Source: an optimization exercise on an open RTL-to-GDS flow (aim: small area, a short achievable clock period and few clock cycles per item). Production flows keep margins and buffers that such runs may drop. Function was checked by simulation only, so behaviour that the tests miss may differ from the original.

==> design/flow/design.v <==
module md_ctrl (
   input  logic        Clk,
   input  logic        Reset,
   input  logic        Start,
   input  logic [2:0]  Op,
   input  logic [31:0] A,
   input  logic [31:0] B,
   input  logic        Flush,
   output logic        Busy,
   output logic [31:0] HI,
   output logic [31:0] LO
);
   logic        r_busy;     
   logic        r_busy_o;   
   logic        r_ph;       
   logic        r_fix;      
   logic        r_div;      
   logic        r_uns;      
   logic [2:0]  r_cnt;      
   logic        r_qn;       
   logic        r_rn;       
   logic        r_y15;      
   logic [31:0] r_a;        
   logic [31:0] r_b;        
   logic [31:0] r_p;        
   logic [31:0] r_hi;
   logic [31:0] r_lo;
   logic        w_a16, w_b16, w_swap, w_mshort;
   always_comb begin
      w_a16    = (r_a[31:15] == 17'd0) | (~r_uns & (r_a[31:15] == '1));
      w_b16    = (r_b[31:15] == 17'd0) | (~r_uns & (r_b[31:15] == '1));
      w_swap   = ~r_ph & ~w_b16 & w_a16;
      w_mshort = w_a16 | w_b16;
   end
   logic [16:0] w_z;
   logic [31:0] w_mc;
   logic        w_msg;
   logic [33:0] w_m;
   logic [47:0] w_rows [8];
   logic [7:0]  w_neg;
   logic [47:0] w_acc;
   logic [47:0] w_ext;
   logic [47:0] w_sum;
   always_comb begin
      if (r_ph)
         w_z = {r_b[31:16], r_y15};
      else if (w_swap)
         w_z = {r_a[15:0], 1'b0};
      else
         w_z = {r_b[15:0], 1'b0};
      w_mc  = w_swap ? r_b : r_a;
      w_msg = ~r_uns & w_mc[31];
      w_m   = {w_msg, w_msg, w_mc};
      for (int j = 0; j < 8; j++) begin
         logic z0, z1, z2, one, two;
         logic [33:0] sel;
         z0  = w_z[2*j];
         z1  = w_z[2*j+1];
         z2  = w_z[2*j+2];
         w_neg[j] = z2 & ~(z1 & z0);
         one = z1 ^ z0;
         two = (z2 & ~z1 & ~z0) | (~z2 & z1 & z0);
         sel = ({34{one}} & w_m) | ({34{two}} & {w_m[32:0], 1'b0});
         sel = sel ^ {34{w_neg[j]}};
         w_rows[j] = 48'({~sel[33], sel[32:0]}) << (2*j);
      end
      for (int j = 0; j < 7; j++)
         w_rows[j+1][2*j] = w_neg[j];
      w_acc = 48'({~(r_ph & r_p[31]), r_p[30:0] & {31{r_ph}}});
      w_ext = (r_ph & r_uns & r_b[31]) ? {r_a, 16'd0} : 48'd0;
      w_ext[14] = w_neg[7];
   end
   logic c1, c2, c3, c4, c5, c6, c7, c8, c9, c10, c11, c12, c13, c14, c15, c16, c17, c18, c19, c20, c21, c22, c23, c24, c25, c26, c27, c28, c29, c30, c31, c32, c33, c34, c35, c36, c37, c38, c39, c40, c41, c42, c43, c44, c45, c46, c47, c48, c49, c50, c51, c52, c53, c54, c55, c56, c57, c58, c59, c60, c61, c62, c63, c64, c65, c66, c67, c68, c69, c70, c71, c72, c73, c74, c75, c76, c77, c78, c79, c80, c81, c82, c83, c84, c85, c86, c87, c88, c89, c90, c91, c92, c93, c94, c95, c96, c97, c98, c99, c100, c101, c102, c103, c104, c105, c106, c107, c108, c109, c110, c111, c112, c113, c114, c115, c116, c117, c118, c119, c120, c121, c122, c123, c124, c125, c126, c127, c128, c129, c130, c131, c132, c133, c134, c135, c136, c137, c138, c139, c140, c141, c142, c143, c144, c145, c146, c147, c148, c149, c150, c151, c152, c153, c154, c155, c156, c157, c158, c159, c160, c161, c162, c163, c164, c165, c166, c167, c168, c169, c170, c171, c172, c173, c174, c175, c176, c177, c178, c179, c180, c181, c182, c183, c184, c185, c186, c187, c188, c189, c190, c191, c192, c193, c194, c195, c196, c197, c198, c199, c200, c201, c202, c203, c204, c205, c206, c207, c208, c209, c210, c211, c212, c213, c214, c215, c216, c217, c218, c219, c220, c221, c222, c223, c224, c225, c226, c227, c228, c229, c230, c231, c232, c233, c234, c235, c236, c237, c238, c239, c240, c241, c242, c243, c244, c245, c246, c247, c248, c249, c250, c251, c252, c253, c254, c255, c256, c257, c258, c259, c260, c261, c262, c263, c264, c265, c266, c267, c268, c269, c270, c271, c272, c273, c274, c275, c276, c277, c278, c279, c280, c281, c282, c283, c284, c285, c286, c287, c288, c289, c290, c291, c292, c293, c294, c295, c296, c297, c298, c299, c300, c301, c302, c303, c304, c305, c306, c307, c308, c309, c310, c311, c312, c313, c314, c315, c316, c317, c318, c319, c320, c321, c322, c323, c324, c325, c326, c327, c328, c329, c330, c331, c332, c333, c334, c335, c336, c337, c338, c339, c340, c341, c342, c343, c344, c345, c346, c347, c348, c349, c350, c351, c352, c353, c354, c355, c356, c357, c358, c359, c360, c361, c362, c363, c364, c365, c366, c367, c368, c369, c370, c371, c372, c373, c374, c375, c376, c377, c378, c379, c380, c381, c382, c383, c384, c385, c386, c387, c388, c389, c390, c391, c392, c393, c394, c395, c396, c397, c398, c399, c400, c401, c402, c403, c404, c405, c406, c407, c408, c409, c410, c411, c412, c413, c414, c415, c416, c417, c418, c419, c420, c421, c422, c423, c424, c425, c426, c427, c428, c429, c430, c431, c432, c433, c434, c435, c436, c437, c438, c439, c440, c441, c442, c443, c444, c445, c446, c447, c448, c449, c450, c451, c452, c453, c454, c455, c456, c457, c458, c459, c460, c461, c462, c463, c464, c465, c466, c467, c468, c469, c470, c471, c472, c473, c474, c475, c476, c477, c478, c479, c480, c481, c482, c483, c484, c485, c486, c487, c488, c489, c490, c491, c492, c493, c494, c495, c496, c497, c498, c499, c500, c501, c502, c503, c504, c505, c506, c507, c508, c509, c510, c511, c512, c513, c514, c515, c516, c517, c518, c519, c520, c521, c522, c523, c524, c525, c526, c527, c528, c529, c530, c531, c532, c533, c534, c535, c536, c537, c538, c539, c540, c541, c542, c543, c544, c545, c546, c547, c548, c549, c550, c551, c552, c553, c554, c555, c556, c557, c558, c559, c560, c561, c562;
   logic [47:0] w_ta, w_tb;
   md_ha u_c1 (.a(w_rows[0][14]), .b(w_rows[1][14]), .s(c1), .co(c2));
   md_ha u_c3 (.a(w_rows[0][15]), .b(w_rows[1][15]), .s(c3), .co(c4));
   md_fa u_c5 (.a(w_rows[0][16]), .b(w_rows[1][16]), .c(w_rows[2][16]), .s(c5), .co(c6));
   md_fa u_c7 (.a(w_rows[0][17]), .b(w_rows[1][17]), .c(w_rows[2][17]), .s(c7), .co(c8));
   md_fa u_c9 (.a(w_rows[0][18]), .b(w_rows[1][18]), .c(w_rows[2][18]), .s(c9), .co(c10));
   md_fa u_c11 (.a(w_rows[0][19]), .b(w_rows[1][19]), .c(w_rows[2][19]), .s(c11), .co(c12));
   md_fa u_c13 (.a(w_rows[0][20]), .b(w_rows[1][20]), .c(w_rows[2][20]), .s(c13), .co(c14));
   md_fa u_c15 (.a(w_rows[0][21]), .b(w_rows[1][21]), .c(w_rows[2][21]), .s(c15), .co(c16));
   md_fa u_c17 (.a(w_rows[0][22]), .b(w_rows[1][22]), .c(w_rows[2][22]), .s(c17), .co(c18));
   md_fa u_c19 (.a(w_rows[0][23]), .b(w_rows[1][23]), .c(w_rows[2][23]), .s(c19), .co(c20));
   md_fa u_c21 (.a(w_rows[0][24]), .b(w_rows[1][24]), .c(w_rows[2][24]), .s(c21), .co(c22));
   md_fa u_c23 (.a(w_rows[0][25]), .b(w_rows[1][25]), .c(w_rows[2][25]), .s(c23), .co(c24));
   md_fa u_c25 (.a(w_rows[0][26]), .b(w_rows[1][26]), .c(w_rows[2][26]), .s(c25), .co(c26));
   md_fa u_c27 (.a(w_rows[0][27]), .b(w_rows[1][27]), .c(w_rows[2][27]), .s(c27), .co(c28));
   md_fa u_c29 (.a(w_rows[0][28]), .b(w_rows[1][28]), .c(w_rows[2][28]), .s(c29), .co(c30));
   md_fa u_c31 (.a(w_rows[0][29]), .b(w_rows[1][29]), .c(w_rows[2][29]), .s(c31), .co(c32));
   md_fa u_c33 (.a(w_rows[0][30]), .b(w_rows[1][30]), .c(w_rows[2][30]), .s(c33), .co(c34));
   md_fa u_c35 (.a(w_rows[0][31]), .b(w_rows[1][31]), .c(w_rows[2][31]), .s(c35), .co(c36));
   md_ha u_c37 (.a(w_rows[3][31]), .b(w_rows[4][31]), .s(c37), .co(c38));
   md_fa u_c39 (.a(w_rows[0][32]), .b(w_rows[1][32]), .c(w_rows[2][32]), .s(c39), .co(c40));
   md_ha u_c41 (.a(w_rows[3][32]), .b(w_rows[4][32]), .s(c41), .co(c42));
   md_fa u_c43 (.a(w_rows[0][33]), .b(w_rows[1][33]), .c(w_rows[2][33]), .s(c43), .co(c44));
   md_ha u_c45 (.a(w_rows[1][34]), .b(w_rows[2][34]), .s(c45), .co(c46));
   md_ha u_c47 (.a(w_rows[0][8]), .b(w_rows[1][8]), .s(c47), .co(c48));
   md_ha u_c49 (.a(w_rows[0][9]), .b(w_rows[1][9]), .s(c49), .co(c50));
   md_fa u_c51 (.a(w_rows[0][10]), .b(w_rows[1][10]), .c(w_rows[2][10]), .s(c51), .co(c52));
   md_ha u_c53 (.a(w_rows[3][10]), .b(w_rows[4][10]), .s(c53), .co(c54));
   md_fa u_c55 (.a(w_rows[0][11]), .b(w_rows[1][11]), .c(w_rows[2][11]), .s(c55), .co(c56));
   md_ha u_c57 (.a(w_rows[3][11]), .b(w_rows[4][11]), .s(c57), .co(c58));
   md_fa u_c59 (.a(w_rows[0][12]), .b(w_rows[1][12]), .c(w_rows[2][12]), .s(c59), .co(c60));
   md_fa u_c61 (.a(w_rows[3][12]), .b(w_rows[4][12]), .c(w_rows[5][12]), .s(c61), .co(c62));
   md_ha u_c63 (.a(w_rows[6][12]), .b(w_rows[7][12]), .s(c63), .co(c64));
   md_fa u_c65 (.a(w_rows[0][13]), .b(w_rows[1][13]), .c(w_rows[2][13]), .s(c65), .co(c66));
   md_fa u_c67 (.a(w_rows[3][13]), .b(w_rows[4][13]), .c(w_rows[5][13]), .s(c67), .co(c68));
   md_ha u_c69 (.a(w_rows[6][13]), .b(w_acc[13]), .s(c69), .co(c70));
   md_fa u_c71 (.a(c1), .b(w_rows[2][14]), .c(w_rows[3][14]), .s(c71), .co(c72));
   md_fa u_c73 (.a(w_rows[4][14]), .b(w_rows[5][14]), .c(w_rows[6][14]), .s(c73), .co(c74));
   md_fa u_c75 (.a(w_rows[7][14]), .b(w_acc[14]), .c(w_ext[14]), .s(c75), .co(c76));
   md_fa u_c77 (.a(c3), .b(w_rows[2][15]), .c(w_rows[3][15]), .s(c77), .co(c78));
   md_fa u_c79 (.a(w_rows[4][15]), .b(w_rows[5][15]), .c(w_rows[6][15]), .s(c79), .co(c80));
   md_fa u_c81 (.a(w_rows[7][15]), .b(w_acc[15]), .c(c2), .s(c81), .co(c82));
   md_fa u_c83 (.a(c5), .b(w_rows[3][16]), .c(w_rows[4][16]), .s(c83), .co(c84));
   md_fa u_c85 (.a(w_rows[5][16]), .b(w_rows[6][16]), .c(w_rows[7][16]), .s(c85), .co(c86));
   md_fa u_c87 (.a(w_acc[16]), .b(w_ext[16]), .c(c4), .s(c87), .co(c88));
   md_fa u_c89 (.a(c7), .b(w_rows[3][17]), .c(w_rows[4][17]), .s(c89), .co(c90));
   md_fa u_c91 (.a(w_rows[5][17]), .b(w_rows[6][17]), .c(w_rows[7][17]), .s(c91), .co(c92));
   md_fa u_c93 (.a(w_acc[17]), .b(w_ext[17]), .c(c6), .s(c93), .co(c94));
   md_fa u_c95 (.a(c9), .b(w_rows[3][18]), .c(w_rows[4][18]), .s(c95), .co(c96));
   md_fa u_c97 (.a(w_rows[5][18]), .b(w_rows[6][18]), .c(w_rows[7][18]), .s(c97), .co(c98));
   md_fa u_c99 (.a(w_acc[18]), .b(w_ext[18]), .c(c8), .s(c99), .co(c100));
   md_fa u_c101 (.a(c11), .b(w_rows[3][19]), .c(w_rows[4][19]), .s(c101), .co(c102));
   md_fa u_c103 (.a(w_rows[5][19]), .b(w_rows[6][19]), .c(w_rows[7][19]), .s(c103), .co(c104));
   md_fa u_c105 (.a(w_acc[19]), .b(w_ext[19]), .c(c10), .s(c105), .co(c106));
   md_fa u_c107 (.a(c13), .b(w_rows[3][20]), .c(w_rows[4][20]), .s(c107), .co(c108));
   md_fa u_c109 (.a(w_rows[5][20]), .b(w_rows[6][20]), .c(w_rows[7][20]), .s(c109), .co(c110));
   md_fa u_c111 (.a(w_acc[20]), .b(w_ext[20]), .c(c12), .s(c111), .co(c112));
   md_fa u_c113 (.a(c15), .b(w_rows[3][21]), .c(w_rows[4][21]), .s(c113), .co(c114));
   md_fa u_c115 (.a(w_rows[5][21]), .b(w_rows[6][21]), .c(w_rows[7][21]), .s(c115), .co(c116));
   md_fa u_c117 (.a(w_acc[21]), .b(w_ext[21]), .c(c14), .s(c117), .co(c118));
   md_fa u_c119 (.a(c17), .b(w_rows[3][22]), .c(w_rows[4][22]), .s(c119), .co(c120));
   md_fa u_c121 (.a(w_rows[5][22]), .b(w_rows[6][22]), .c(w_rows[7][22]), .s(c121), .co(c122));
   md_fa u_c123 (.a(w_acc[22]), .b(w_ext[22]), .c(c16), .s(c123), .co(c124));
   md_fa u_c125 (.a(c19), .b(w_rows[3][23]), .c(w_rows[4][23]), .s(c125), .co(c126));
   md_fa u_c127 (.a(w_rows[5][23]), .b(w_rows[6][23]), .c(w_rows[7][23]), .s(c127), .co(c128));
   md_fa u_c129 (.a(w_acc[23]), .b(w_ext[23]), .c(c18), .s(c129), .co(c130));
   md_fa u_c131 (.a(c21), .b(w_rows[3][24]), .c(w_rows[4][24]), .s(c131), .co(c132));
   md_fa u_c133 (.a(w_rows[5][24]), .b(w_rows[6][24]), .c(w_rows[7][24]), .s(c133), .co(c134));
   md_fa u_c135 (.a(w_acc[24]), .b(w_ext[24]), .c(c20), .s(c135), .co(c136));
   md_fa u_c137 (.a(c23), .b(w_rows[3][25]), .c(w_rows[4][25]), .s(c137), .co(c138));
   md_fa u_c139 (.a(w_rows[5][25]), .b(w_rows[6][25]), .c(w_rows[7][25]), .s(c139), .co(c140));
   md_fa u_c141 (.a(w_acc[25]), .b(w_ext[25]), .c(c22), .s(c141), .co(c142));
   md_fa u_c143 (.a(c25), .b(w_rows[3][26]), .c(w_rows[4][26]), .s(c143), .co(c144));
   md_fa u_c145 (.a(w_rows[5][26]), .b(w_rows[6][26]), .c(w_rows[7][26]), .s(c145), .co(c146));
   md_fa u_c147 (.a(w_acc[26]), .b(w_ext[26]), .c(c24), .s(c147), .co(c148));
   md_fa u_c149 (.a(c27), .b(w_rows[3][27]), .c(w_rows[4][27]), .s(c149), .co(c150));
   md_fa u_c151 (.a(w_rows[5][27]), .b(w_rows[6][27]), .c(w_rows[7][27]), .s(c151), .co(c152));
   md_fa u_c153 (.a(w_acc[27]), .b(w_ext[27]), .c(c26), .s(c153), .co(c154));
   md_fa u_c155 (.a(c29), .b(w_rows[3][28]), .c(w_rows[4][28]), .s(c155), .co(c156));
   md_fa u_c157 (.a(w_rows[5][28]), .b(w_rows[6][28]), .c(w_rows[7][28]), .s(c157), .co(c158));
   md_fa u_c159 (.a(w_acc[28]), .b(w_ext[28]), .c(c28), .s(c159), .co(c160));
   md_fa u_c161 (.a(c31), .b(w_rows[3][29]), .c(w_rows[4][29]), .s(c161), .co(c162));
   md_fa u_c163 (.a(w_rows[5][29]), .b(w_rows[6][29]), .c(w_rows[7][29]), .s(c163), .co(c164));
   md_fa u_c165 (.a(w_acc[29]), .b(w_ext[29]), .c(c30), .s(c165), .co(c166));
   md_fa u_c167 (.a(c33), .b(w_rows[3][30]), .c(w_rows[4][30]), .s(c167), .co(c168));
   md_fa u_c169 (.a(w_rows[5][30]), .b(w_rows[6][30]), .c(w_rows[7][30]), .s(c169), .co(c170));
   md_fa u_c171 (.a(w_acc[30]), .b(w_ext[30]), .c(c32), .s(c171), .co(c172));
   md_fa u_c173 (.a(c35), .b(c37), .c(w_rows[5][31]), .s(c173), .co(c174));
   md_fa u_c175 (.a(w_rows[6][31]), .b(w_rows[7][31]), .c(w_acc[31]), .s(c175), .co(c176));
   md_fa u_c179 (.a(c39), .b(c41), .c(w_rows[5][32]), .s(c179), .co(c180));
   md_fa u_c181 (.a(w_rows[6][32]), .b(w_rows[7][32]), .c(w_ext[32]), .s(c181), .co(c182));
   md_fa u_c185 (.a(c43), .b(w_rows[3][33]), .c(w_rows[4][33]), .s(c185), .co(c186));
   md_fa u_c187 (.a(w_rows[5][33]), .b(w_rows[6][33]), .c(w_rows[7][33]), .s(c187), .co(c188));
   md_fa u_c189 (.a(w_ext[33]), .b(c40), .c(c42), .s(c189), .co(c190));
   md_fa u_c191 (.a(c45), .b(w_rows[3][34]), .c(w_rows[4][34]), .s(c191), .co(c192));
   md_fa u_c193 (.a(w_rows[5][34]), .b(w_rows[6][34]), .c(w_rows[7][34]), .s(c193), .co(c194));
   md_fa u_c197 (.a(w_rows[1][35]), .b(w_rows[2][35]), .c(w_rows[3][35]), .s(c197), .co(c198));
   md_fa u_c199 (.a(w_rows[4][35]), .b(w_rows[5][35]), .c(w_rows[6][35]), .s(c199), .co(c200));
   md_fa u_c201 (.a(w_rows[7][35]), .b(w_ext[35]), .c(c46), .s(c201), .co(c202));
   md_fa u_c203 (.a(w_rows[2][36]), .b(w_rows[3][36]), .c(w_rows[4][36]), .s(c203), .co(c204));
   md_fa u_c205 (.a(w_rows[5][36]), .b(w_rows[6][36]), .c(w_rows[7][36]), .s(c205), .co(c206));
   md_fa u_c209 (.a(w_rows[2][37]), .b(w_rows[3][37]), .c(w_rows[4][37]), .s(c209), .co(c210));
   md_fa u_c211 (.a(w_rows[5][37]), .b(w_rows[6][37]), .c(w_rows[7][37]), .s(c211), .co(c212));
   md_fa u_c213 (.a(w_rows[3][38]), .b(w_rows[4][38]), .c(w_rows[5][38]), .s(c213), .co(c214));
   md_ha u_c215 (.a(w_rows[6][38]), .b(w_rows[7][38]), .s(c215), .co(c216));
   md_fa u_c217 (.a(w_rows[3][39]), .b(w_rows[4][39]), .c(w_rows[5][39]), .s(c217), .co(c218));
   md_ha u_c219 (.a(w_rows[4][40]), .b(w_rows[5][40]), .s(c219), .co(c220));
   md_ha u_c221 (.a(w_rows[0][4]), .b(w_rows[1][4]), .s(c221), .co(c222));
   md_ha u_c223 (.a(w_rows[0][5]), .b(w_rows[1][5]), .s(c223), .co(c224));
   md_fa u_c225 (.a(w_rows[0][6]), .b(w_rows[1][6]), .c(w_rows[2][6]), .s(c225), .co(c226));
   md_ha u_c227 (.a(w_rows[3][6]), .b(w_rows[4][6]), .s(c227), .co(c228));
   md_fa u_c229 (.a(w_rows[0][7]), .b(w_rows[1][7]), .c(w_rows[2][7]), .s(c229), .co(c230));
   md_ha u_c231 (.a(w_rows[3][7]), .b(w_acc[7]), .s(c231), .co(c232));
   md_fa u_c233 (.a(c47), .b(w_rows[2][8]), .c(w_rows[3][8]), .s(c233), .co(c234));
   md_fa u_c235 (.a(w_rows[4][8]), .b(w_rows[5][8]), .c(w_acc[8]), .s(c235), .co(c236));
   md_fa u_c237 (.a(c49), .b(w_rows[2][9]), .c(w_rows[3][9]), .s(c237), .co(c238));
   md_fa u_c239 (.a(w_rows[4][9]), .b(w_acc[9]), .c(c48), .s(c239), .co(c240));
   md_fa u_c241 (.a(c51), .b(c53), .c(w_rows[5][10]), .s(c241), .co(c242));
   md_fa u_c243 (.a(w_rows[6][10]), .b(w_acc[10]), .c(c50), .s(c243), .co(c244));
   md_fa u_c245 (.a(c55), .b(c57), .c(w_rows[5][11]), .s(c245), .co(c246));
   md_fa u_c247 (.a(w_acc[11]), .b(c52), .c(c54), .s(c247), .co(c248));
   md_fa u_c249 (.a(c59), .b(c61), .c(c63), .s(c249), .co(c250));
   md_fa u_c251 (.a(w_acc[12]), .b(c56), .c(c58), .s(c251), .co(c252));
   md_fa u_c253 (.a(c65), .b(c67), .c(c69), .s(c253), .co(c254));
   md_fa u_c255 (.a(c60), .b(c62), .c(c64), .s(c255), .co(c256));
   md_fa u_c257 (.a(c71), .b(c73), .c(c75), .s(c257), .co(c258));
   md_fa u_c259 (.a(c66), .b(c68), .c(c70), .s(c259), .co(c260));
   md_fa u_c261 (.a(c77), .b(c79), .c(c81), .s(c261), .co(c262));
   md_fa u_c263 (.a(c72), .b(c74), .c(c76), .s(c263), .co(c264));
   md_fa u_c265 (.a(c83), .b(c85), .c(c87), .s(c265), .co(c266));
   md_fa u_c267 (.a(c78), .b(c80), .c(c82), .s(c267), .co(c268));
   md_fa u_c269 (.a(c89), .b(c91), .c(c93), .s(c269), .co(c270));
   md_fa u_c271 (.a(c84), .b(c86), .c(c88), .s(c271), .co(c272));
   md_fa u_c273 (.a(c95), .b(c97), .c(c99), .s(c273), .co(c274));
   md_fa u_c275 (.a(c90), .b(c92), .c(c94), .s(c275), .co(c276));
   md_fa u_c277 (.a(c101), .b(c103), .c(c105), .s(c277), .co(c278));
   md_fa u_c279 (.a(c96), .b(c98), .c(c100), .s(c279), .co(c280));
   md_fa u_c281 (.a(c107), .b(c109), .c(c111), .s(c281), .co(c282));
   md_fa u_c283 (.a(c102), .b(c104), .c(c106), .s(c283), .co(c284));
   md_fa u_c285 (.a(c113), .b(c115), .c(c117), .s(c285), .co(c286));
   md_fa u_c287 (.a(c108), .b(c110), .c(c112), .s(c287), .co(c288));
   md_fa u_c289 (.a(c119), .b(c121), .c(c123), .s(c289), .co(c290));
   md_fa u_c291 (.a(c114), .b(c116), .c(c118), .s(c291), .co(c292));
   md_fa u_c293 (.a(c125), .b(c127), .c(c129), .s(c293), .co(c294));
   md_fa u_c295 (.a(c120), .b(c122), .c(c124), .s(c295), .co(c296));
   md_fa u_c297 (.a(c131), .b(c133), .c(c135), .s(c297), .co(c298));
   md_fa u_c299 (.a(c126), .b(c128), .c(c130), .s(c299), .co(c300));
   md_fa u_c301 (.a(c137), .b(c139), .c(c141), .s(c301), .co(c302));
   md_fa u_c303 (.a(c132), .b(c134), .c(c136), .s(c303), .co(c304));
   md_fa u_c305 (.a(c143), .b(c145), .c(c147), .s(c305), .co(c306));
   md_fa u_c307 (.a(c138), .b(c140), .c(c142), .s(c307), .co(c308));
   md_fa u_c309 (.a(c149), .b(c151), .c(c153), .s(c309), .co(c310));
   md_fa u_c311 (.a(c144), .b(c146), .c(c148), .s(c311), .co(c312));
   md_fa u_c313 (.a(c155), .b(c157), .c(c159), .s(c313), .co(c314));
   md_fa u_c315 (.a(c150), .b(c152), .c(c154), .s(c315), .co(c316));
   md_fa u_c317 (.a(c161), .b(c163), .c(c165), .s(c317), .co(c318));
   md_fa u_c319 (.a(c156), .b(c158), .c(c160), .s(c319), .co(c320));
   md_fa u_c321 (.a(c167), .b(c169), .c(c171), .s(c321), .co(c322));
   md_fa u_c323 (.a(c162), .b(c164), .c(c166), .s(c323), .co(c324));
   md_fa u_c325 (.a(c173), .b(c175), .c(c177), .s(c325), .co(c326));
   md_fa u_c327 (.a(c168), .b(c170), .c(c172), .s(c327), .co(c328));
   md_fa u_c329 (.a(c179), .b(c181), .c(c183), .s(c329), .co(c330));
   md_fa u_c331 (.a(c174), .b(c176), .c(c178), .s(c331), .co(c332));
   md_fa u_c333 (.a(c185), .b(c187), .c(c189), .s(c333), .co(c334));
   md_fa u_c335 (.a(c180), .b(c182), .c(c184), .s(c335), .co(c336));
   md_fa u_c337 (.a(c191), .b(c193), .c(c195), .s(c337), .co(c338));
   md_fa u_c339 (.a(c186), .b(c188), .c(c190), .s(c339), .co(c340));
   md_fa u_c341 (.a(c197), .b(c199), .c(c201), .s(c341), .co(c342));
   md_fa u_c343 (.a(c192), .b(c194), .c(c196), .s(c343), .co(c344));
   md_fa u_c345 (.a(c203), .b(c205), .c(c207), .s(c345), .co(c346));
   md_fa u_c347 (.a(c198), .b(c200), .c(c202), .s(c347), .co(c348));
   md_fa u_c349 (.a(c209), .b(c211), .c(w_ext[37]), .s(c349), .co(c350));
   md_fa u_c351 (.a(c204), .b(c206), .c(c208), .s(c351), .co(c352));
   md_fa u_c353 (.a(c213), .b(c215), .c(w_ext[38]), .s(c353), .co(c354));
   md_fa u_c357 (.a(c217), .b(w_rows[6][39]), .c(w_rows[7][39]), .s(c357), .co(c358));
   md_fa u_c359 (.a(w_ext[39]), .b(c214), .c(c216), .s(c359), .co(c360));
   md_fa u_c361 (.a(c219), .b(w_rows[6][40]), .c(w_rows[7][40]), .s(c361), .co(c362));
   md_fa u_c365 (.a(w_rows[4][41]), .b(w_rows[5][41]), .c(w_rows[6][41]), .s(c365), .co(c366));
   md_fa u_c367 (.a(w_rows[7][41]), .b(w_ext[41]), .c(c220), .s(c367), .co(c368));
   md_fa u_c369 (.a(w_rows[5][42]), .b(w_rows[6][42]), .c(w_rows[7][42]), .s(c369), .co(c370));
   md_fa u_c373 (.a(w_rows[5][43]), .b(w_rows[6][43]), .c(w_rows[7][43]), .s(c373), .co(c374));
   md_ha u_c375 (.a(w_rows[6][44]), .b(w_rows[7][44]), .s(c375), .co(c376));
   md_ha u_c377 (.a(w_rows[0][2]), .b(w_rows[1][2]), .s(c377), .co(c378));
   md_ha u_c379 (.a(w_rows[0][3]), .b(w_rows[1][3]), .s(c379), .co(c380));
   md_fa u_c381 (.a(c221), .b(w_rows[2][4]), .c(w_rows[3][4]), .s(c381), .co(c382));
   md_fa u_c383 (.a(c223), .b(w_rows[2][5]), .c(w_acc[5]), .s(c383), .co(c384));
   md_fa u_c385 (.a(c225), .b(c227), .c(w_acc[6]), .s(c385), .co(c386));
   md_fa u_c387 (.a(c229), .b(c231), .c(c226), .s(c387), .co(c388));
   md_fa u_c389 (.a(c233), .b(c235), .c(c230), .s(c389), .co(c390));
   md_fa u_c391 (.a(c237), .b(c239), .c(c234), .s(c391), .co(c392));
   md_fa u_c393 (.a(c241), .b(c243), .c(c238), .s(c393), .co(c394));
   md_fa u_c395 (.a(c245), .b(c247), .c(c242), .s(c395), .co(c396));
   md_fa u_c397 (.a(c249), .b(c251), .c(c246), .s(c397), .co(c398));
   md_fa u_c399 (.a(c253), .b(c255), .c(c250), .s(c399), .co(c400));
   md_fa u_c401 (.a(c257), .b(c259), .c(c254), .s(c401), .co(c402));
   md_fa u_c403 (.a(c261), .b(c263), .c(c258), .s(c403), .co(c404));
   md_fa u_c405 (.a(c265), .b(c267), .c(c262), .s(c405), .co(c406));
   md_fa u_c407 (.a(c269), .b(c271), .c(c266), .s(c407), .co(c408));
   md_fa u_c409 (.a(c273), .b(c275), .c(c270), .s(c409), .co(c410));
   md_fa u_c411 (.a(c277), .b(c279), .c(c274), .s(c411), .co(c412));
   md_fa u_c413 (.a(c281), .b(c283), .c(c278), .s(c413), .co(c414));
   md_fa u_c415 (.a(c285), .b(c287), .c(c282), .s(c415), .co(c416));
   md_fa u_c417 (.a(c289), .b(c291), .c(c286), .s(c417), .co(c418));
   md_fa u_c419 (.a(c293), .b(c295), .c(c290), .s(c419), .co(c420));
   md_fa u_c421 (.a(c297), .b(c299), .c(c294), .s(c421), .co(c422));
   md_fa u_c423 (.a(c301), .b(c303), .c(c298), .s(c423), .co(c424));
   md_fa u_c425 (.a(c305), .b(c307), .c(c302), .s(c425), .co(c426));
   md_fa u_c427 (.a(c309), .b(c311), .c(c306), .s(c427), .co(c428));
   md_fa u_c429 (.a(c313), .b(c315), .c(c310), .s(c429), .co(c430));
   md_fa u_c431 (.a(c317), .b(c319), .c(c314), .s(c431), .co(c432));
   md_fa u_c433 (.a(c321), .b(c323), .c(c318), .s(c433), .co(c434));
   md_fa u_c435 (.a(c325), .b(c327), .c(c322), .s(c435), .co(c436));
   md_fa u_c437 (.a(c329), .b(c331), .c(c326), .s(c437), .co(c438));
   md_fa u_c439 (.a(c333), .b(c335), .c(c330), .s(c439), .co(c440));
   md_fa u_c441 (.a(c337), .b(c339), .c(c334), .s(c441), .co(c442));
   md_fa u_c443 (.a(c341), .b(c343), .c(c338), .s(c443), .co(c444));
   md_fa u_c445 (.a(c345), .b(c347), .c(c342), .s(c445), .co(c446));
   md_fa u_c447 (.a(c349), .b(c351), .c(c346), .s(c447), .co(c448));
   md_fa u_c449 (.a(c353), .b(c355), .c(c350), .s(c449), .co(c450));
   md_fa u_c451 (.a(c357), .b(c359), .c(c354), .s(c451), .co(c452));
   md_fa u_c453 (.a(c361), .b(c363), .c(c358), .s(c453), .co(c454));
   md_fa u_c455 (.a(c365), .b(c367), .c(c362), .s(c455), .co(c456));
   md_fa u_c457 (.a(c369), .b(c371), .c(c366), .s(c457), .co(c458));
   md_fa u_c459 (.a(c373), .b(w_ext[43]), .c(c370), .s(c459), .co(c460));
   md_fa u_c461 (.a(c375), .b(w_ext[44]), .c(c374), .s(c461), .co(c462));
   md_fa u_c463 (.a(w_rows[6][45]), .b(w_rows[7][45]), .c(w_ext[45]), .s(c463), .co(c464));
   md_ha u_c465 (.a(w_rows[7][46]), .b(w_ext[46]), .s(c465), .co(c466));
   md_ha u_c467 (.a(w_rows[0][0]), .b(w_rows[1][0]), .s(c467), .co(c468));
   md_ha u_c469 (.a(w_rows[0][1]), .b(w_acc[1]), .s(c469), .co(c470));
   md_fa u_c471 (.a(c377), .b(w_rows[2][2]), .c(w_acc[2]), .s(c471), .co(c472));
   md_fa u_c473 (.a(c379), .b(w_acc[3]), .c(c378), .s(c473), .co(c474));
   md_fa u_c475 (.a(c381), .b(w_acc[4]), .c(c380), .s(c475), .co(c476));
   md_fa u_c477 (.a(c383), .b(c222), .c(c382), .s(c477), .co(c478));
   md_fa u_c479 (.a(c385), .b(c224), .c(c384), .s(c479), .co(c480));
   md_fa u_c481 (.a(c387), .b(c228), .c(c386), .s(c481), .co(c482));
   md_fa u_c483 (.a(c389), .b(c232), .c(c388), .s(c483), .co(c484));
   md_fa u_c485 (.a(c391), .b(c236), .c(c390), .s(c485), .co(c486));
   md_fa u_c487 (.a(c393), .b(c240), .c(c392), .s(c487), .co(c488));
   md_fa u_c489 (.a(c395), .b(c244), .c(c394), .s(c489), .co(c490));
   md_fa u_c491 (.a(c397), .b(c248), .c(c396), .s(c491), .co(c492));
   md_fa u_c493 (.a(c399), .b(c252), .c(c398), .s(c493), .co(c494));
   md_fa u_c495 (.a(c401), .b(c256), .c(c400), .s(c495), .co(c496));
   md_fa u_c497 (.a(c403), .b(c260), .c(c402), .s(c497), .co(c498));
   md_fa u_c499 (.a(c405), .b(c264), .c(c404), .s(c499), .co(c500));
   md_fa u_c501 (.a(c407), .b(c268), .c(c406), .s(c501), .co(c502));
   md_fa u_c503 (.a(c409), .b(c272), .c(c408), .s(c503), .co(c504));
   md_fa u_c505 (.a(c411), .b(c276), .c(c410), .s(c505), .co(c506));
   md_fa u_c507 (.a(c413), .b(c280), .c(c412), .s(c507), .co(c508));
   md_fa u_c509 (.a(c415), .b(c284), .c(c414), .s(c509), .co(c510));
   md_fa u_c511 (.a(c417), .b(c288), .c(c416), .s(c511), .co(c512));
   md_fa u_c513 (.a(c419), .b(c292), .c(c418), .s(c513), .co(c514));
   md_fa u_c515 (.a(c421), .b(c296), .c(c420), .s(c515), .co(c516));
   md_fa u_c517 (.a(c423), .b(c300), .c(c422), .s(c517), .co(c518));
   md_fa u_c519 (.a(c425), .b(c304), .c(c424), .s(c519), .co(c520));
   md_fa u_c521 (.a(c427), .b(c308), .c(c426), .s(c521), .co(c522));
   md_fa u_c523 (.a(c429), .b(c312), .c(c428), .s(c523), .co(c524));
   md_fa u_c525 (.a(c431), .b(c316), .c(c430), .s(c525), .co(c526));
   md_fa u_c527 (.a(c433), .b(c320), .c(c432), .s(c527), .co(c528));
   md_fa u_c529 (.a(c435), .b(c324), .c(c434), .s(c529), .co(c530));
   md_fa u_c531 (.a(c437), .b(c328), .c(c436), .s(c531), .co(c532));
   md_fa u_c533 (.a(c439), .b(c332), .c(c438), .s(c533), .co(c534));
   md_fa u_c535 (.a(c441), .b(c336), .c(c440), .s(c535), .co(c536));
   md_fa u_c537 (.a(c443), .b(c340), .c(c442), .s(c537), .co(c538));
   md_fa u_c539 (.a(c445), .b(c344), .c(c444), .s(c539), .co(c540));
   md_fa u_c541 (.a(c447), .b(c348), .c(c446), .s(c541), .co(c542));
   md_fa u_c543 (.a(c449), .b(c352), .c(c448), .s(c543), .co(c544));
   md_fa u_c545 (.a(c451), .b(c356), .c(c450), .s(c545), .co(c546));
   md_fa u_c547 (.a(c453), .b(c360), .c(c452), .s(c547), .co(c548));
   md_fa u_c549 (.a(c455), .b(c364), .c(c454), .s(c549), .co(c550));
   md_fa u_c551 (.a(c457), .b(c368), .c(c456), .s(c551), .co(c552));
   md_fa u_c553 (.a(c459), .b(c372), .c(c458), .s(c553), .co(c554));
   md_fa u_c557 (.a(c463), .b(c376), .c(c462), .s(c557), .co(c558));
   md_fa u_c561 (.a(w_rows[7][47]), .b(w_ext[47]), .c(c466), .s(c561), .co(c562));
   always_comb begin
      c177 = w_ext[31] ^ c34 ^ 1'b1;
      c178 = (w_ext[31] & c34) | (w_ext[31] & 1'b1) | (c34 & 1'b1);
      c183 = c36 ^ c38 ^ 1'b1;
      c184 = (c36 & c38) | (c36 & 1'b1) | (c38 & 1'b1);
      c195 = w_ext[34] ^ c44 ^ 1'b1;
      c196 = (w_ext[34] & c44) | (w_ext[34] & 1'b1) | (c44 & 1'b1);
      c207 = w_ext[36] ^ 1'b1;
      c208 = w_ext[36] & 1'b1;
      c355 = c210 ^ c212 ^ 1'b1;
      c356 = (c210 & c212) | (c210 & 1'b1) | (c212 & 1'b1);
      c363 = w_ext[40] ^ c218 ^ 1'b1;
      c364 = (w_ext[40] & c218) | (w_ext[40] & 1'b1) | (c218 & 1'b1);
      c371 = w_ext[42] ^ 1'b1;
      c372 = w_ext[42] & 1'b1;
      c555 = c461 ^ c460 ^ 1'b1;
      c556 = (c461 & c460) | (c461 & 1'b1) | (c460 & 1'b1);
      c559 = c465 ^ c464 ^ 1'b1;
      c560 = (c465 & c464) | (c465 & 1'b1) | (c464 & 1'b1);
      w_ta = {c561, c559, c557, c555, c553, c551, c549, c547, c545, c543, c541, c539, c537, c535, c533, c531, c529, c527, c525, c523, c521, c519, c517, c515, c513, c511, c509, c507, c505, c503, c501, c499, c497, c495, c493, c491, c489, c487, c485, c483, c481, c479, c477, c475, c473, c471, c469, c467};
      w_tb = {c560, c558, c556, c554, c552, c550, c548, c546, c544, c542, c540, c538, c536, c534, c532, c530, c528, c526, c524, c522, c520, c518, c516, c514, c512, c510, c508, c506, c504, c502, c500, c498, c496, c494, c492, c490, c488, c486, c484, c482, c480, c478, c476, c474, c472, c470, c468, w_acc[0]};
   end
   function automatic logic [47:0] bkadd(input logic [47:0] x,
                                         input logic [47:0] y);
      logic [47:0] p, g, pp, gg;
      p = x ^ y;
      g = x & y;
      gg = g;
      pp = p;
      for (int i = 1; i <= 6; i++)
         for (int j = (1 << i) - 1; j < 48; j += (1 << i)) begin
            gg[j] = gg[j] | (pp[j] & gg[j - (1 << (i-1))]);
            pp[j] = pp[j] & pp[j - (1 << (i-1))];
         end
      for (int i = 6; i > 0; i--)
         for (int j = (1 << i) + (1 << (i-1)) - 1; j < 48; j += (1 << i)) begin
            gg[j] = gg[j] | (pp[j] & gg[j - (1 << (i-1))]);
            pp[j] = pp[j] & pp[j - (1 << (i-1))];
         end
      bkadd = p ^ {gg[46:0], 1'b0};
   endfunction
   assign w_sum = bkadd(w_ta, w_tb);
   function automatic logic [31:0] cneg(input logic [31:0] x,
                                        input logic c);
      logic [31:0] t;
      logic        k;
      t = x ^ {32{c}};
      k = c;
      for (int i = 0; i < 32; i++) begin
         cneg[i] = t[i] ^ k;
         k = t[i] & k;
      end
   endfunction
   function automatic logic [5:0] bitlen(input logic [31:0] v);
      bitlen = 6'd0;
      for (int i = 0; i < 32; i++)
         if (v[i]) bitlen = 6'(i + 1);
   endfunction
   logic        w_an, w_bn;
   logic [31:0] w_ua, w_ub;
   logic [5:0]  w_la, w_lb;
   logic        w_bz;
   logic        w_short;    
   logic [5:0]  w_nq;       
   logic [2:0]  w_c;        
   logic [2:0]  w_sk;       
   logic [63:0] w_norm;
   always_comb begin
      w_an    = ~r_uns & r_a[31];
      w_bn    = ~r_uns & r_b[31];
      w_ua    = cneg(r_a, r_fix ? r_qn : w_an);
      w_ub    = cneg(r_b, r_fix ? r_rn : w_bn);
      w_la    = bitlen(w_ua);
      w_lb    = bitlen(w_ub);
      w_bz    = (r_b == 32'd0);
      w_short = (w_la < w_lb);
      w_nq    = w_la - w_lb + 6'd4;
      w_c     = w_nq[4:2];
      w_sk    = 3'd0 - w_nq[4:2];
      w_norm  = {32'd0, w_ua} << {w_sk, 2'b00};
   end
   function automatic logic [33:0] bksub(input logic [32:0] x,
                                         input logic [32:0] y);
      logic [32:0] p, g, pp, gg, c;
      p = x ^ ~y;
      g = x & ~y;
      gg = g;
      gg[0] = g[0] | p[0];    
      pp = p;
      for (int i = 1; i <= 6; i++)
         for (int j = (1 << i) - 1; j < 33; j += (1 << i)) begin
            gg[j] = gg[j] | (pp[j] & gg[j - (1 << (i-1))]);
            pp[j] = pp[j] & pp[j - (1 << (i-1))];
         end
      for (int i = 6; i > 0; i--)
         for (int j = (1 << i) + (1 << (i-1)) - 1; j < 33; j += (1 << i)) begin
            gg[j] = gg[j] | (pp[j] & gg[j - (1 << (i-1))]);
            pp[j] = pp[j] & pp[j - (1 << (i-1))];
         end
      c = {gg[31:0], 1'b1};
      bksub = {gg[32], p ^ c};
   endfunction
   logic [31:0] w_r [5];
   logic [31:0] w_q [5];
   always_comb begin
      w_r[0] = r_p;
      w_q[0] = r_a;
      for (int i = 0; i < 4; i++) begin
         logic [33:0] t;
         t = bksub({w_r[i], w_q[i][31]}, {1'b0, r_b});
         w_r[i+1] = t[33] ? t[31:0] : {w_r[i][30:0], w_q[i][31]};
         w_q[i+1] = {w_q[i][30:0], t[33]};
      end
   end
   logic w_done;
   logic w_issue;
   always_comb begin
      w_issue = Start & ~Flush & ~Op[2];
      if (Flush)
         w_done = 1'b1;
      else if (!r_div)
         w_done = r_ph | w_mshort;
      else if (r_fix)
         w_done = 1'b1;
      else if (!r_ph)
         w_done = w_bz | w_short;
      else
         w_done = (r_cnt == 3'd1) & ~r_qn & ~r_rn;
   end
   always_ff @(posedge Clk) begin
      if (!Reset) begin
         r_busy   <= 1'b0;
         r_busy_o <= 1'b0;
      end else begin
         r_busy   <= r_busy   ? ~w_done : w_issue;
         r_busy_o <= r_busy_o ? ~w_done : w_issue;
      end
   end
   always_ff @(posedge Clk) begin
      if (!Reset) begin
         r_hi <= 32'd0;
         r_lo <= 32'd0;
      end else if (!r_busy) begin
         if (Start && !Flush && Op == 3'd4) r_hi <= A;
         if (Start && !Flush && Op == 3'd5) r_lo <= A;
      end else if (!r_div) begin
         if (r_ph) begin
            r_hi <= w_sum[47:16];
            r_lo <= {w_sum[15:0], r_b[15:0]};
         end else if (w_mshort) begin
            r_hi <= {{16{w_sum[47]}}, w_sum[47:32]};
            r_lo <= w_sum[31:0];
         end
      end else if (r_fix) begin
         r_hi <= w_ub;
         r_lo <= w_ua;
      end else if (!r_ph) begin
         if (!w_bz && w_short) begin
            r_hi <= r_a;
            r_lo <= 32'd0;
         end
      end else if (r_cnt == 3'd1 && !r_qn && !r_rn) begin
         r_hi <= w_r[4];
         r_lo <= w_q[4];
      end
   end
   always_ff @(posedge Clk) begin
      if (!r_busy) begin
         r_ph  <= 1'b0;
         r_fix <= 1'b0;
         r_div <= Op[1];
         r_uns <= Op[0];
         r_a   <= A;
         r_b   <= B;
      end else begin
         r_ph <= 1'b1;
         if (!r_div) begin
            if (!r_ph) begin
               r_p        <= w_sum[47:16];
               r_b[15:0]  <= w_sum[15:0];
               r_y15      <= r_b[15];
            end
         end else if (!r_ph) begin
            r_qn  <= w_an ^ w_bn;
            r_rn  <= w_an;
            r_cnt <= w_c;
            r_p   <= w_norm[63:32];
            r_a   <= w_norm[31:0];
            r_b   <= w_ub;
         end else begin
            r_cnt <= r_cnt - 3'd1;
            r_p   <= w_r[4];
            r_a   <= w_q[4];
            if (r_cnt == 3'd1) begin
               r_fix <= 1'b1;
               r_b   <= w_r[4];
            end
         end
      end
   end
   assign Busy = r_busy_o;
   assign HI   = r_hi;
   assign LO   = r_lo;
endmodule
module md_fa (
   input  logic a,
   input  logic b,
   input  logic c,
   output logic s,
   output logic co
);
   assign s  = a ^ b ^ c;
   assign co = (a & b) | (a & c) | (b & c);
endmodule
module md_ha (
   input  logic a,
   input  logic b,
   output logic s,
   output logic co
);
   assign s  = a ^ b;
   assign co = a & b;
endmodule
==> design/flow/flow/run.sh <==
#!/bin/bash
# Standard layout, except that the port buffers are buf_2 cells rather than
# the default delay buffers, so the fixed input/output delays are not
# lengthened by the port buffers themselves.
set -euo pipefail
export BUFFER_PORTS_ARGS="-buffer_cell sky130_fd_sc_hd__buf_2"
bash standard.sh finish > standard_flow.log 2>&1
==> design/flow/standard.sh <==
#!/bin/bash
# synth_recipe.tcl (not shown) runs the flow's synth.tcl, then flattens the netlist and writes it again
# the make line also repeats each setting of config.mk as NAME=value (left out here)
make -C /OpenROAD-flow-scripts/flow DESIGN_CONFIG=/design/flow/config.mk WORK_HOME=/design/flow/orfs CLKGATE_MAP_FILE= SYNTH_SCRIPT=/design/flow/synth_recipe.tcl "${@:-finish}"
==> design/flow/config.mk <==
export PLATFORM = sky130hd
export DESIGN_NAME = md_ctrl
export DESIGN_NICKNAME = md_ctrl
export VERILOG_FILES = /design/flow/design.v
export SDC_FILE = /design/flow/constraint.sdc
export NUM_CORES = 4
export LEC_CHECK = 0
export ABC_AREA = 1
export CAP_MARGIN = 20
export CORE_MARGIN = 2
export CORE_UTILIZATION = 40
export SLEW_MARGIN = 40
export SYNTH_HIERARCHICAL = 1
==> design/flow/constraint.sdc <==
create_clock -name core_clock -period 80.0 [get_ports {Clk}]
set_input_delay 16.0000 -clock core_clock [delete_from_list [all_inputs] [get_ports {Clk}]]
set_output_delay 16.0000 -clock core_clock [all_outputs]
set_load 0.01 [all_outputs]
==> results of run 1 <==
[worst max path at each step]
stage                     to  slack (ns)  cells after the start
finish               r_lo[0]       62.51                     10
global route        r_hi[31]       61.84                     75
CTS                  r_lo[0]       62.54                     10
detailed placement   r_lo[0]       62.03                     10
global placement     r_lo[0]       61.55                     10
floorplan           r_lo[16]       62.85                      8
[state kept, by name, summed over array words and instances, names as in the netlist]
signal	cells
r_uns	1
r_ph	1
r_cnt	3
r_busy	1
r_rn	1
r_b	32
r_lo	32
r_y15	1
r_div	1
r_hi	32
r_fix	1
r_busy_o	1
r_p	32
r_qn	1
r_a	32
[cells in the final DEF, fill, tap and decap left out, types with 10 or more instances in the layout]
master / synthesis / routed
a211o_1: 11 / 11
a21boi_0: 25 / 25
a21o_1: 25 / 24
a21oi_1: 214 / 210
a221oi_1: 17 / 17
a31oi_1: 13 / 13
buf_2: 52 / 134
buf_4: 4 / 111
clkbuf_16: 0 / 17
clkinv_1: 11 / 10
dfxtp_1: 68 / 67
edfxtp_1: 104 / 104
fa_1: 338 / 337
ha_1: 280 / 280
inv_1: 420 / 418
inv_2: 8 / 10
mux2_2: 11 / 11
nand2_1: 846 / 840
nand3_1: 131 / 130
nand4_1: 43 / 43
nor2_1: 228 / 217
nor3_1: 16 / 16
nor4_1: 25 / 25
o211ai_1: 67 / 67
o21ai_0: 244 / 243
o21ai_1: 106 / 94
o21ai_2: 7 / 20
o21bai_1: 20 / 20
o221ai_1: 19 / 19
o22ai_1: 265 / 265
or2_2: 11 / 11
xnor2_1: 35 / 35
xor2_1: 380 / 378
[Yosys stat by module, one instance, submodules excluded]
module / cells / area [sq um] / flops+latches / times used
md_ha: 1 / 12.5 / 0 / 23
md_fa: 1 / 20.0 / 0 / 249
md_ctrl: 4086 / 28100 / 172 / 1
[per-stage QoR]
stage          hold slack, ns  util [%]  cell area [sq um]
2_1_floorplan           0.329         -              33400
3_3_place_gp            0.442      42.7              35200
3_5_place_dp            0.463      42.8              35300
4_1_cts                 0.476      43.5              35900
5_1_grt                 0.493      43.6              35900
6_report                0.477      43.6              35900
[layout make-up]
class                           instances  area, sq um
Multi-Input combinational cell       3460        26300
Sequential cell                       172         4490
Timing Repair Buffer                  246         1520
Clock buffer                           18          439
Clock inverter                         14          166
Inverter                              439         1650
Tap cell                             1070         1340
Fill cell                            8401        46500
Antenna cell                            5         12.5
[worst max-delay path: cells and delay by family]
kind,cells,cell delay (ns)
AOI/OAI and AO/OA,1,0.09
and+or+nand+nor,6,1.29
buffers and inverters,3,0.47
[routing by layer]
| metal | share of wire [%] | global-route usage [%] |
|---|---|---|
| met3 | 12 | 9.11 |
| met2 | 42 | 54.2 |
| met4 | 8.3 | 25.0 |
| met1 | 38 | 46.4 |
| met5 | 0.039 | 0 |
[logic make-up (layout without fill, tap and decap cells)]
group,Yosys count,count (layout)
flip-flops,172,172
AO/OA/AOI/OAI,1087,1087
buffers and inverters,726,717
other,0,5
adder cells (fa/ha/maj),618,618
multiplexers,14,14
AND/OR/NAND/NOR,1326,1326
XOR/XNOR,415,415
==> results.toml, run 1 <==
[synth]
synth_compound_area_share_pct = 19.7
synth-edff-count = 104
synth_top_area_share_pct = 20.3
ys.warnings.count = 13
synthMuxAreaShare_pct = 0.461
synth_top_flop_cell = "edfxtp_1"
synth_top_family_by_area = "adder cells"
avgSynthCellArea_sq_um = 7.67
netlist_instances = 4358
synth_top_area_cell = "fa_1"
yosysSeqAreaShare_pct = 13.4
synth_xor_area_share_pct = 10.9
synthTopCellsByCount = "nand2_1, inv_1, xor2_1"
synthArstFlopShare_pct = 0
syn_area_sq_um = 33400
synthAdderAreaFrac_pct = 30.7
ys_ff_latch = 172
synth_most_common_cell = "nand2_1"
yosys-top-cells-area = "fa_1, ha_1, xor2_1"
synth.distinct_cells = 56
synthSimpleGateAreaFrac_pct = 16.4
syn-num-nets = 5047

[timing]
hold_viol = 0
worst_slack_ns = 62.51
setup_viol = 0
min_period_over_period_pct = 21.9
finalMaxSlewViolations = 0
rsz0062_at_grt = "no"
max_slew_margin_pct = 31.4
clock.fmax_ghz = 0.0572
skew_ns = 0.0194
layout_min_cycle_time_ns = 17.49
worst_pin_slew_ns = 1.02
setup_tns_ns = 0

[floorplanning]
die-area_sq_um = 85800
die_y_microns = 293
ioPinCount = 136
die_x_microns = 293
start_util_pct = 40.6
rows = 105
coreArea_sq_um = 82400

[min_path]
holdPathStages = 1
hold-path-endpoint = "r_busy_o"
hold_class = "reg -> reg"
hp-start = "r_busy_o"

[critical_path]
rrSetupSlack_ns = 62.63
critPathMaxStageDelay_ns = 0.59
crit_path_end_kind = "flop"
slowest_stage = "nand3_2"
crit_arrival_ns = 17.88
path_max_fanout = 33
r2r-end = "r_hi[31]"
reg2reg_from = "r_a[31]"
crit_chain = "buf_2 > inv_1 > nand2_1 > nor3_1 > a21oi_1 > nor2_2 > buf_4 > nand3_2 > nor2_1 > nor2_1"
worstSetupPathType = "in -> reg"
worst_setup_path_start_kind = "input pin"
critPathLaunch = "Flush"
ff2ff_path_depth = 75
crit_top_cell = "nor2_1"
required_ns = 80.39

[routing]
drt_iter0_markers = 4619
route.vias.total = 33600
drc = 0
first_pass_iters = 9
wire_per_inst_microns = 29.2
ant_nets = 0
wl_microns = 158000
viasPerCell = 6.19

[layout]
stdcell_count = 5424
areaGrowthSynthToFinish_pct = 7.51
drive_gt1_share_pct = 9.13
layout.nets = 5025

[placed_design]
dp_hpwl_microns = 120000
io_buffers = 135
gp_congestion = 1.08
place_ws_ns = 62.03
place_inst = 5386

[cts]
ctsHoldBuffers = 0
clk_path_buf_depth = 2
clkTransAtPathRegs_ns = 0.09
numClockSinks = 172
root_buffer = "clkbuf_16"
post-cts-setup-buffer-count = 0
cts_made_buffers = 17
ctsResizeCount = 0
cts_tree = "yes"
cts_max_level = 4
insertion_delay_ns = 0.50

[global_route]
grtUsageTotal_pct = 36.4
first_global_vias = 31800
grt_max_degree = 80
grt_pass1_wl_microns = 227000
overflow = 0
grt_antenna_before_repair = 10

[status]
status = "complete, no violations"

[flow_run]
maxCapViolations = 0
Testbench counts, summed over its fixed seeds: cycles 13,576, items 4,800.
==> run 2: changes to the inputs <==
--- a/design/flow/config.mk
+++ b/design/flow/config.mk
@@ -9,5 +9,5 @@
 export CAP_MARGIN = 20
 export CORE_MARGIN = 2
 export CORE_UTILIZATION = 40
-export SLEW_MARGIN = 40
+export SLEW_MARGIN = 80
 export SYNTH_HIERARCHICAL = 1
==> run 2 against run 1 <==
Cell count increased by 4.7%. Non-clock buffer count rose by 251. Synthesized cell count unchanged. Wire length up 2.2%. Via count up 4.5%. Largest cell class unchanged. Still clean on timing, DRC and antenna. Global-route usage up 0.95 points. Critical endpoint is now LO[12]. Critical path type is now reg -> out.
==> results.toml, run 2 <==
[cts]
cts_max_level = 4
clkTransAtPathRegs_ns = 0.08
clk_path_buf_depth = 2
ctsHoldBuffers = 0
root_buffer = "clkbuf_16"
insertion_delay_ns = 0.50
numClockSinks = 172
ctsResizeCount = 0
cts_tree = "yes"
cts_made_buffers = 17
post-cts-setup-buffer-count = 0

[synth]
synthAdderAreaFrac_pct = 30.7
synth_xor_area_share_pct = 10.9
synthTopCellsByCount = "nand2_1, inv_1, xor2_1"
syn_area_sq_um = 33400
synth_most_common_cell = "nand2_1"
synth_top_family_by_area = "adder cells"
synthMuxAreaShare_pct = 0.461
syn-num-nets = 5047
synth.distinct_cells = 56
synth-edff-count = 104
synth_top_area_cell = "fa_1"
synthArstFlopShare_pct = 0
yosys-top-cells-area = "fa_1, ha_1, xor2_1"
ys.warnings.count = 13
synth_top_flop_cell = "edfxtp_1"
netlist_instances = 4358
synth_top_area_share_pct = 20.3
ys_ff_latch = 172
avgSynthCellArea_sq_um = 7.67
yosysSeqAreaShare_pct = 13.4
synth_compound_area_share_pct = 19.7
synthSimpleGateAreaFrac_pct = 16.4

[critical_path]
crit_chain = "buf_2"
critPathMaxStageDelay_ns = 0.40
crit_path_end_kind = "output pin"
worst_setup_path_start_kind = "flop"
slowest_stage = "dfxtp_1"
path_max_fanout = 2
worstSetupPathType = "reg -> out"
critical_path_buf_inv_count = 1
crit_arrival_ns = 1.07
path_delay_family = "flip-flops"
required_ns = 64.00

[floorplanning]
die-area_sq_um = 85800
die_x_microns = 293
rows = 105
start_util_pct = 40.6
ioPinCount = 136
die_y_microns = 293
coreArea_sq_um = 82400

[layout]
final_cell_mix = "nand2_1, inv_1, xor2_1"
drive_gt1_share_pct = 18.8
fin_area_sq_um = 40700
layout.nets = 5276
final_common_cell = "nand2_1"
areaGrowthSynthToFinish_pct = 21.9

[timing]
setup_tns_ns = 0
finalMaxSlewViolations = 0
skew_ns = 0.0222
clock.fmax_ghz = 0.0586
min_period_over_period_pct = 21.3
rsz0062_at_grt = "no"
worst_pin_slew_ns = 0.362
layout_min_cycle_time_ns = 17.07
hold_viol = 0
setup_viol = 0
max_slew_margin_pct = 75.9

[placed_design]
io_buffers = 135
gp_congestion = 1.08
dpl_cell_area_sq_um = 39500
dp_hpwl_microns = 127000

[routing]
ant_nets = 0
route.vias.total = 35100
drc = 0
viasPerCell = 6.18
wire_per_inst_microns = 28.5
drt_iter0_markers = 4653
first_pass_iters = 7
wl_microns = 162000

[global_route]
overflow = 0
grt_pass1_wl_microns = 234000
grt_antenna_before_repair = 10
first_global_vias = 33400
grtUsageTotal_pct = 37.4
grt_max_degree = 53

[min_path]
hold_class = "reg -> reg"

[status]
status = "complete, no violations"

[flow_run]
maxCapViolations = 0
run 2: cell counts after synthesis:
No cell type changed its count.
run 2: layout make-up:
type                       count  area, sq um
antenna                        7         17.5
clock buffer                  20          479
clock inverter                12          116
fill                        7859        41600
inverter                     439         1740
multi-input combinational   3460        28100
sequential                   172         4490
tap                         1070         1340
timing repair buffer         497         4490
run 2: Yosys stat by module, one instance, submodules excluded:
module   cell area [sq um]  flip-flops and latches
md_ctrl              28100                     172
md_fa                 20.0                       0
md_ha                 12.5                       0
run 2: routing by layer:
layer | GRT usage, % | wire length, microns | share of wire, % | up-vias
met5 | 1.08 | 163 | 0.10 | -
met4 | 26.9 | 14900 | 9.2 | 8
met3 | 10.2 | 18500 | 11 | 645
met2 | 55.2 | 68400 | 42 | 2423
met1 | 46.9 | 59800 | 37 | 16800
li1 | - | - | - | 15200
run 2: final timing paths:
path         startpoint        to  slack (ns)  cells past startpoint
max            r_lo[12]    LO[12]       62.93                      1
min            r_busy_o  r_busy_o        0.47                      1
max reg2reg     r_a[31]  r_hi[31]       64.67                     89
min reg2reg    r_busy_o  r_busy_o        0.47                      1
run 2: cell families (layout without fill, tap and decap cells):
family | after synthesis | count (layout)
and+or+nand+nor | 1326 | 1326
AOI/OAI and AO/OA | 1087 | 1087
buffers and inverters | 726 | 968
adders and majority gates | 618 | 618
xor gates and xnor gates | 415 | 415
DFF | 172 | 172
muxes | 14 | 14
other | 0 | 7
run 2: metrics by stage:
| stage | std cells | util (%) | hold WS [ns] | worst slack, ns |
|---|---|---|---|---|
| 3_3_place_gp | 5386 | 42.7 | 0.442 | 61.55 |
| 4_1_cts | 5647 | 48.6 | 0.474 | 62.92 |
| 6_report | 5677 | 49.5 | 0.472 | 62.93 |
| 3_5_place_dp | 5615 | 47.9 | 0.463 | 62.45 |
| 2_1_floorplan | 4358 | - | 0.329 | 62.85 |
| 5_1_grt | 5672 | 49.4 | 0.485 | 62.79 |
==> run 3: changes to the inputs <==
--- a/design/flow/config.mk
+++ b/design/flow/config.mk
@@ -9,5 +9,5 @@
 export CAP_MARGIN = 20
 export CORE_MARGIN = 2
 export CORE_UTILIZATION = 40
-export SLEW_MARGIN = 80
+export SLEW_MARGIN = 50
 export SYNTH_HIERARCHICAL = 1
==> run 3 against run 2 <==
Still clean. Synthesized area is the same. Highest routed layer unchanged. Cell area fell by 12%. Die area is the same.
==> results.toml, run 3 <==
[critical_path]
crit_top_cell = "nor2_1"
crit_arrival_ns = 17.89
crit_cells = 10
path_delay_family = "simple AND/OR/NAND/NOR gates"
required_ns = 80.38
critPathMaxStageDelay_ns = 0.61
crit_path_end_kind = "flop"
slowest_stage = "nand3_2"
worstSetupPathType = "in -> reg"
crit_chain = "buf_2 > inv_1 > nand2_1 > nor3_1 > a21oi_1 > nor2_2 > buf_4 > nand3_2 > nor2_1 > nor2_1"
path_max_fanout = 33
critical_path_buf_inv_count = 3
ff2ff_path_depth = 76
worst_setup_path_start_kind = "input pin"

[layout]
final_common_cell = "nand2_1"
utilization_pct = 43.7
stdcell_count = 5424
layout.nets = 5026
nFillCells = 8380
areaGrowthSynthToFinish_pct = 7.63
drive_gt1_share_pct = 9.43
final_cell_mix = "nand2_1, inv_1, xor2_1"
fin_area_sq_um = 36000

[floorplanning]
die-area_sq_um = 85800
ioPinCount = 136
start_util_pct = 40.6
die_y_microns = 293
coreArea_sq_um = 82400
die_x_microns = 293
rows = 105

[synth]
synth.distinct_cells = 56
synth_top_flop_cell = "edfxtp_1"
synthTopCellsByCount = "nand2_1, inv_1, xor2_1"
yosys-top-cells-area = "fa_1, ha_1, xor2_1"
synthArstFlopShare_pct = 0
netlist_instances = 4358
ys.warnings.count = 13
yosysSeqAreaShare_pct = 13.4
avgSynthCellArea_sq_um = 7.67
syn-num-nets = 5047
ys_ff_latch = 172
synth_top_area_cell = "fa_1"
syn_area_sq_um = 33400
synth_most_common_cell = "nand2_1"
synth_top_area_share_pct = 20.3
synth-edff-count = 104

[cts]
ctsHoldBuffers = 0
cts_tree = "yes"
root_buffer = "clkbuf_16"
clk_path_buf_depth = 2
insertion_delay_ns = 0.49
cts_made_buffers = 17
ctsResizeCount = 0
cts_max_level = 4
post-cts-setup-buffer-count = 0
clkTransAtPathRegs_ns = 0.08
numClockSinks = 172

[global_route]
overflow = 0
first_global_vias = 31900
grt_antenna_before_repair = 12
grt_max_degree = 80
grtUsageTotal_pct = 36.6
grt_pass1_wl_microns = 228000

[routing]
route.vias.total = 33600
wl_microns = 158000
drt_iter0_markers = 4641
first_pass_iters = 8
wire_per_inst_microns = 29.2
viasPerCell = 6.19
drc = 0
ant_nets = 0

[placed_design]
gp_congestion = 1.08
place_inst = 5387
dpl_cell_area_sq_um = 35300
place_ws_ns = 62.02
io_buffers = 135
dp_hpwl_microns = 120000

[timing]
setup_tns_ns = 0
min_period_over_period_pct = 21.9
whs_ns = 0.467
max_slew_margin_pct = 47.1
layout_min_cycle_time_ns = 17.51
clock.fmax_ghz = 0.0571
setup_viol = 0
worst_slack_ns = 62.49
rsz0062_at_grt = "no"
worst_pin_slew_ns = 0.793
finalMaxSlewViolations = 0
hold_viol = 0
skew_ns = 0.0210

[min_path]
holdPathStages = 1
hold_class = "reg -> reg"

[flow_run]
maxCapViolations = 0

[status]
status = "complete, no violations"
## run 3: cell counts after synthesis
Identical to the previous run, type by type.
## run 3: final timing paths
kind	endpoint	slack, ns	start
worst max-delay path	r_lo[0]	62.49	Flush
worst min-delay path	r_busy_o	0.47	r_busy_o
worst max register to register	r_hi[31]	62.93	r_a[31]
worst min register to register	r_busy_o	0.47	r_busy_o
## run 3: cell families after synthesis
| logic type | share of synthesized area, % |
|---|---|
| compound gates | 19.7 |
| xor+xnor | 10.9 |
| buf+inv | 8.46 |
| mux | 0.461 |
| flops | 13.4 |
| simple gates | 16.4 |
| fa+ha+maj | 30.7 |
## run 3: area by class of cell
cell class                      count  area, sq um  area share, %
Tap cell                         1070         1340           3.72
Clock buffer                       19          443           1.23
Sequential cell                   172         4490           12.5
Timing Repair Buffer              247         1540           4.28
Multi-Input combinational cell   3460        26400           73.3
Clock inverter                     13          118          0.327
Inverter                          439         1660           4.60
Antenna cell                        4         10.0         0.0278
## run 3: layer usage
metal	vias up	wire length (microns)	track usage (%)
met5	-	196	0.737
met4	18	13800	25.9
met3	541	18200	10.2
met2	2196	66800	54.2
met1	16100	59200	45.9
li1	14700	-	-
## run 3: modules after synthesis, one instance, submodules excluded
module	copies in the design	area [sq um]	cells	flip-flops and latches
md_fa	249	20.0	1	0
md_ha	23	12.5	1	0
md_ctrl	1	28100	4086	172

afterwards: timing with drivers on the ports:
The results above use ideal ports. As a check the final layouts listed here were re-extracted and re-timed, cells and wires unchanged. Step 1, drivers: a clkbuf_16 drives Clk and a buf_2 each remaining input, both assumed. Step 2 times the ports against the registers' clock, not the clock port: input delays grow and output delays shrink by t, the midpoint of the rising clock arrivals with the driver on. Three values: ideal ports, drivers, drivers and shift; two values: the first two.
run	shift t [ns]	setup WS [ns]	hold WS [ns]	worst register clock-pin slew, ns	pins driven straight from the clock port
run 1	0.545	62.509 / 62.548 / 62.003	0.477 / 0.477 / 0.477	0.09 / 0.09	1
run 2	0.550	62.930 / 62.867 / 62.431	0.472 / 0.472 / 0.472	0.09 / 0.09	1
run 3	0.542	62.487 / 62.530 / 61.989	0.467 / 0.467 / 0.467	0.09 / 0.09	1
After both steps every run listed still meets setup and hold. For run 1, which loses most, drivers alone change the setup slack by +0.039 ns; drivers and shift together by -0.506 ns.
